This is an optimization exercise on Yosys and OpenROAD, whose aim is small area, not a production implementation. Only simulation tests tie the RTL to the original design; equivalence was not proved. No activity file was given, so power comes from the tool's default toggle rates.

==> inputs of 02-05 <==
Design ballDisplay, start of the top module:
module ballDisplay
(
    input  logic        clk,
    input  logic        reset,
    input  logic        run,
    input  logic [9:0]  ballSize,
    output logic [23:0] rgb,
    output logic [9:0]  pixelX,
    output logic [9:0]  pixelY,
    output logic        displayOn,
    output logic        hSyncN,
    output logic        vSyncN
);
Settings: LEC_CHECK=0, ABC_AREA=1, CAP_MARGIN=20, CORE_MARGIN=2, CORE_UTILIZATION=80, SLEW_MARGIN=20; clock period 12.0 ns.
standard.sh (not shown) runs the stock make flow with config.mk's settings and CLKGATE_MAP_FILE= SYNTH_SCRIPT=/design/flow/synth_recipe.tcl, a recipe that flattens the netlist after the stock synthesis.
==> flow/flow/run.sh <==
#!/bin/bash
# The standard layout (the standard.sh: standard synthesis, floorplan, placement, CTS,
# routing, finish) with three ORFS settings changed:
# * the buffer that placement puts on every input and output port is the smallest buffer,
#   sky130_fd_sc_hd__buf_1, instead of the one buffer_ports picks itself (every port still gets
#   its own buffer);
# * clock tree synthesis builds the tree from clkbuf_4 below a clkbuf_8 root (not clkbuf_16)
#   and adds no dummy load cells;
# * after floorplan, flow/restructure.tcl (POST_FLOORPLAN_TCL) re-maps the logic for area with
#   OpenROAD's restructure (ABC; registers untouched), twice, on a copy of the library without the
#   platform's don't-use cells (flow/filter_lib.py), ties again any constant output whose tie cell
#   the re-mapping dropped, and then flow/downsize.tcl sets every logic cell to the smallest drive
#   strength of its cell family; the flow's later repairs size up where needed.
set -euo pipefail
export BUFFER_PORTS_ARGS="-buffer_cell sky130_fd_sc_hd__buf_1"
export CTS_ARGS="-sink_clustering_enable -repair_clock_nets -root_buf sky130_fd_sc_hd__clkbuf_8 -buf_list sky130_fd_sc_hd__clkbuf_4 -dont_use_dummy_load"
export POST_FLOORPLAN_TCL="$PWD/flow/restructure.tcl"
bash standard.sh finish > standard_flow.log 2>&1
==> flow/flow/downsize.tcl <==
# Run after floorplan (POST_FLOORPLAN_TCL): give every logic cell the smallest drive strength of its
# own cell family (same function, e.g. nand2_4 -> nand2_1), undoing the sizing synthesis did without
# placement. Placement's repair_design and the later timing repairs size cells up again where slew,
# capacitance or timing need it. Flip-flops, clock cells, adders, tie and tap cells are left alone.
set count 0
set saved 0.0
foreach inst [get_cells *] {
  set ref [get_property $inst ref_name]
  if {![regexp {^(sky130_fd_sc_hd__([a-z0-9]+))_([0-9]+)$} $ref -> base family size]} { continue }
  if {[regexp {^(df|dl|sdf|edf|sedf|clk|tap|conb|fill|decap|diode|ha|fa|lpflow|probe|bufbuf|bufinv|ebuf|einv)} $family]} { continue }
  set area [get_property [get_lib_cells $ref] area]
  set best ""
  set best_area $area
  foreach lc [get_lib_cells ${base}_*] {
    set name [get_property $lc name]
    if {![regexp "^${base}_\[0-9\]+\$" $name]} { continue }
    if {[get_property $lc dont_use]} { continue }
    set a [get_property $lc area]
    if {$a < $best_area} { set best $name; set best_area $a }
  }
  if {$best ne ""} {
    replace_cell $inst $best
    incr count
    set saved [expr {$saved + $area - $best_area}]
  }
}
puts "downsize: $count cells made smaller, [format %.1f $saved] um2 less"
==> flow/flow/filter_lib.py <==
"""Copy a liberty file without the cells named on the command line (the platform's don't-use
cells), so that restructure's ABC mapping cannot pick them.
usage: filter_lib.py IN OUT CELL..."""
import re
import sys

src, dst, drop = sys.argv[1], sys.argv[2], set(sys.argv[3:])
text = open(src).read()
out = []
pos = 0
for m in re.finditer(r'\n[ \t]*cell\s*\(\s*"?([\w]+)"?\s*\)\s*\{', text):
    if m.start() < pos or m.group(1) not in drop:
        continue
    depth = 0
    i = m.end() - 1
    while True:
        c = text[i]
        if c == '{':
            depth += 1
        elif c == '}':
            depth -= 1
            if depth == 0:
                break
        i += 1
    out.append(text[pos:m.start()])
    pos = i + 1
out.append(text[pos:])
open(dst, 'w').write(''.join(out))
==> flow/flow/restructure.tcl <==
# Run after floorplan (POST_FLOORPLAN_TCL): re-map the logic for area with OpenROAD's restructure
# (ABC; registers untouched), twice, on a copy of the library without the platform's don't-use
# cells; re-tie any output port whose constant driver the re-mapping dropped; then give every logic
# cell the smallest drive strength of its family (downsize.tcl).
set here [file dirname [file normalize [info script]]]
set work [file dirname $here]
file mkdir $work/rmp_work
set lib $work/rmp_work/restructure.lib
exec python3 $here/filter_lib.py [lindex $::env(LIB_FILES) 0] $lib {*}$::env(DONT_USE_CELLS)

set block [ord::get_db_block]
# the constant each output port carries, if it is driven by a tie cell through buffers and
# inverters: 0 or 1
proc driver_iterm {net} {
  foreach it [$net getITerms] {
    if {[$it isOutputSignal]} { return $it }
  }
  return ""
}
proc constant_of {net depth} {
  if {$depth > 8} { return "" }
  set it [driver_iterm $net]
  if {$it eq ""} { return "" }
  set master [[[$it getInst] getMaster] getName]
  if {$master eq "sky130_fd_sc_hd__conb_1"} {
    return [expr {[[$it getMTerm] getName] eq "HI" ? 1 : 0}]
  }
  if {![regexp {^sky130_fd_sc_hd__(buf|clkbuf|inv|clkinv)_[0-9]+$} $master -> kind]} { return "" }
  set in [[$it getInst] findITerm A]
  if {$in eq "NULL" || [$in getNet] eq "NULL"} { return "" }
  set v [constant_of [$in getNet] [expr {$depth + 1}]]
  if {$v eq ""} { return "" }
  if {[string match *inv $kind]} { set v [expr {1 - $v}] }
  return $v
}
set tied {}
foreach bterm [$block getBTerms] {
  if {[$bterm getIoType] ne "OUTPUT" || [$bterm getNet] eq "NULL"} { continue }
  set v [constant_of [$bterm getNet] 0]
  if {$v ne ""} { dict set tied [$bterm getName] [expr {$v ? "HI" : "LO"}] }
}
puts "restructure: constant outputs [dict keys $tied]"

set before [rsz::design_area]
foreach pass {1 2} {
  restructure -liberty_file $lib -target area -tielo_port sky130_fd_sc_hd__conb_1/LO \
    -tiehi_port sky130_fd_sc_hd__conb_1/HI -work_dir $work/rmp_work -abc_logfile $work/rmp_abc$pass.log
  puts "restructure pass $pass: design area [format %.1f [expr {$before * 1e12}]] -> [format %.1f [expr {[rsz::design_area] * 1e12}]] um2"
}

set tie_master [[ord::get_db] findMaster sky130_fd_sc_hd__conb_1]
dict for {port pin} $tied {
  set net [[$block findBTerm $port] getNet]
  set driven 0
  foreach it [$net getITerms] {
    if {[$it isOutputSignal]} { set driven 1 }
  }
  if {!$driven} {
    set inst [odb::dbInst_create $block $tie_master "retie_[regsub -all {[^A-Za-z0-9_]} $port _]"]
    [$inst findITerm $pin] connect $net
    puts "restructure: output $port tied again ($pin)"
  }
}

source $here/downsize.tcl
==> inputs of 09-10, as changes to 02-05 <==
==> flow/flow/run.sh (replaced) <==
#!/bin/bash
# The standard layout (the standard.sh: standard synthesis, floorplan, placement, CTS,
# routing, finish) with three ORFS settings changed:
# * the buffer that placement puts on every input and output port is the smallest buffer,
#   sky130_fd_sc_hd__buf_1, instead of the one buffer_ports picks itself (every port still gets
#   its own buffer);
# * clock tree synthesis builds the tree from clkbuf_4 and clkbuf_8 only (not clkbuf_16) and
#   adds no dummy load cells;
# * after floorplan, flow/downsize.tcl (POST_FLOORPLAN_TCL) sets every logic cell to the
#   smallest drive strength of its cell family; the flow's later repairs size up where needed.
set -euo pipefail
export BUFFER_PORTS_ARGS="-buffer_cell sky130_fd_sc_hd__buf_1"
export CTS_ARGS="-sink_clustering_enable -repair_clock_nets -buf_list \"sky130_fd_sc_hd__clkbuf_4 sky130_fd_sc_hd__clkbuf_8\" -dont_use_dummy_load"
export POST_FLOORPLAN_TCL="$PWD/flow/downsize.tcl"
bash standard.sh finish > standard_flow.log 2>&1
- CORE_UTILIZATION: 80 -> 40
removed: flow/flow/filter_lib.py
removed: flow/flow/restructure.tcl
==> inputs of 05-04, as changes to 02-05 <==
==> flow/flow/run.sh (replaced) <==
#!/bin/bash
# The standard layout (the standard.sh: standard synthesis, floorplan, placement, CTS,
# routing, finish) with three ORFS settings changed:
# * the buffer that placement puts on every input and output port is the smallest buffer,
#   sky130_fd_sc_hd__buf_1, instead of the one buffer_ports picks itself (every port still gets
#   its own buffer);
# * clock tree synthesis builds the tree from clkbuf_4 and clkbuf_8 only (not clkbuf_16) and
#   adds no dummy load cells;
# * after floorplan, flow/restructure.tcl (POST_FLOORPLAN_TCL) re-maps the logic for area with
#   OpenROAD's restructure (ABC; registers untouched), on a copy of the library without the
#   platform's don't-use cells (flow/filter_lib.py), and then flow/downsize.tcl sets every logic
#   cell to the smallest drive strength of its cell family; the flow's later repairs size up where
#   needed.
set -euo pipefail
export BUFFER_PORTS_ARGS="-buffer_cell sky130_fd_sc_hd__buf_1"
export CTS_ARGS="-sink_clustering_enable -repair_clock_nets -buf_list \"sky130_fd_sc_hd__clkbuf_4 sky130_fd_sc_hd__clkbuf_8\" -dont_use_dummy_load"
export POST_FLOORPLAN_TCL="$PWD/flow/restructure.tcl"
bash standard.sh finish > standard_flow.log 2>&1
==> flow/flow/restructure.tcl (replaced) <==
# Run after floorplan (POST_FLOORPLAN_TCL): re-map the logic for area with OpenROAD's restructure
# (ABC, registers untouched) on a copy of the library without the platform's don't-use cells, then
# give every logic cell the smallest drive strength of its family (downsize.tcl).
set here [file dirname [file normalize [info script]]]
set work [file dirname $here]
file mkdir $work/rmp_work
set lib $work/rmp_work/restructure.lib
exec python3 $here/filter_lib.py [lindex $::env(LIB_FILES) 0] $lib {*}$::env(DONT_USE_CELLS)
set before [rsz::design_area]
restructure -liberty_file $lib -target area -tielo_port sky130_fd_sc_hd__conb_1/LO \
  -tiehi_port sky130_fd_sc_hd__conb_1/HI -work_dir $work/rmp_work -abc_logfile $work/rmp_abc.log
puts "restructure: design area [format %.1f [expr {$before * 1e12}]] -> [format %.1f [expr {[rsz::design_area] * 1e12}]] um2"
source $here/downsize.tcl
- CORE_UTILIZATION: 80 -> 70
==> notes <==
In 02-05 the die area is smaller than in 05-04, by 12%.
In non-clock buffer count, 02-05 and 05-04 do not differ.
Clock power, highest first: 09-10, 05-04, 02-05.
Synthesized cell count is the same in 09-10 and 02-05.
Utilization, highest first: 02-05, 05-04, 09-10.
==> figures <==
Period utilization: 05-04 0.874; 02-05 0.907; 09-10 0.901
Data required time at the worst endpoint: 05-04 12.30 ns; 02-05 12.26 ns; 09-10 12.30 ns
Comb power frac: 05-04 0.088; 02-05 0.095; 09-10 0.085
Pre-CTS setup slack: 05-04 1.31 ns; 02-05 1.35 ns; 09-10 1.24 ns
Area of the placeable core: 05-04 11500 µm²; 02-05 10200 µm²; 09-10 20300 µm²
Count of inverters other than clock inverters in the layout: 05-04 138; 02-05 129; 09-10 168
Run status: 05-04 finished clean; 02-05 finished clean; 09-10 finished clean
Peak supply drop: 05-04 0.0925 mV; 02-05 0.0923 mV; 09-10 0.0635 mV
Area used by multi-input combinational logic: 05-04 4390 µm²; 02-05 4380 µm²; 09-10 4750 µm²
Met1 layer usage reported by global route: 05-04 0.442; 02-05 0.416; 09-10 0.249
Initial Util: 05-04 0.721; 02-05 0.816; 09-10 0.409

[separate check: timing with driven ports]
In the flow no input, the clock included, has a driving cell. The finished layouts below were timed again as built, in two steps. Step 1 sets driving cells, clkbuf_16 on the clock port and buf_2 on the other inputs (assumed; they add their load-dependent delay and slew). Step 2 moves the port delays by t, midway between the first and last clock arrival at a register: inputs arrive t later, outputs are due t later. That takes back most of the time a late clock gives input paths. Slacks: ideal ports / drivers / drivers and shift; pairs: ideal ports / drivers.
| run | t, ns | slack for setup (ns) | pins driven straight from the clock port |
|---|---|---|---|
| 02-05 | 0.436 | 1.115 / 1.115 / 1.115 | 1 |
| 09-10 | 0.476 | 1.184 / 1.184 / 1.184 | 1 |
| 05-04 | 0.481 | 1.508 / 1.508 / 1.508 | 1 |
After both steps every run listed still meets setup and hold.
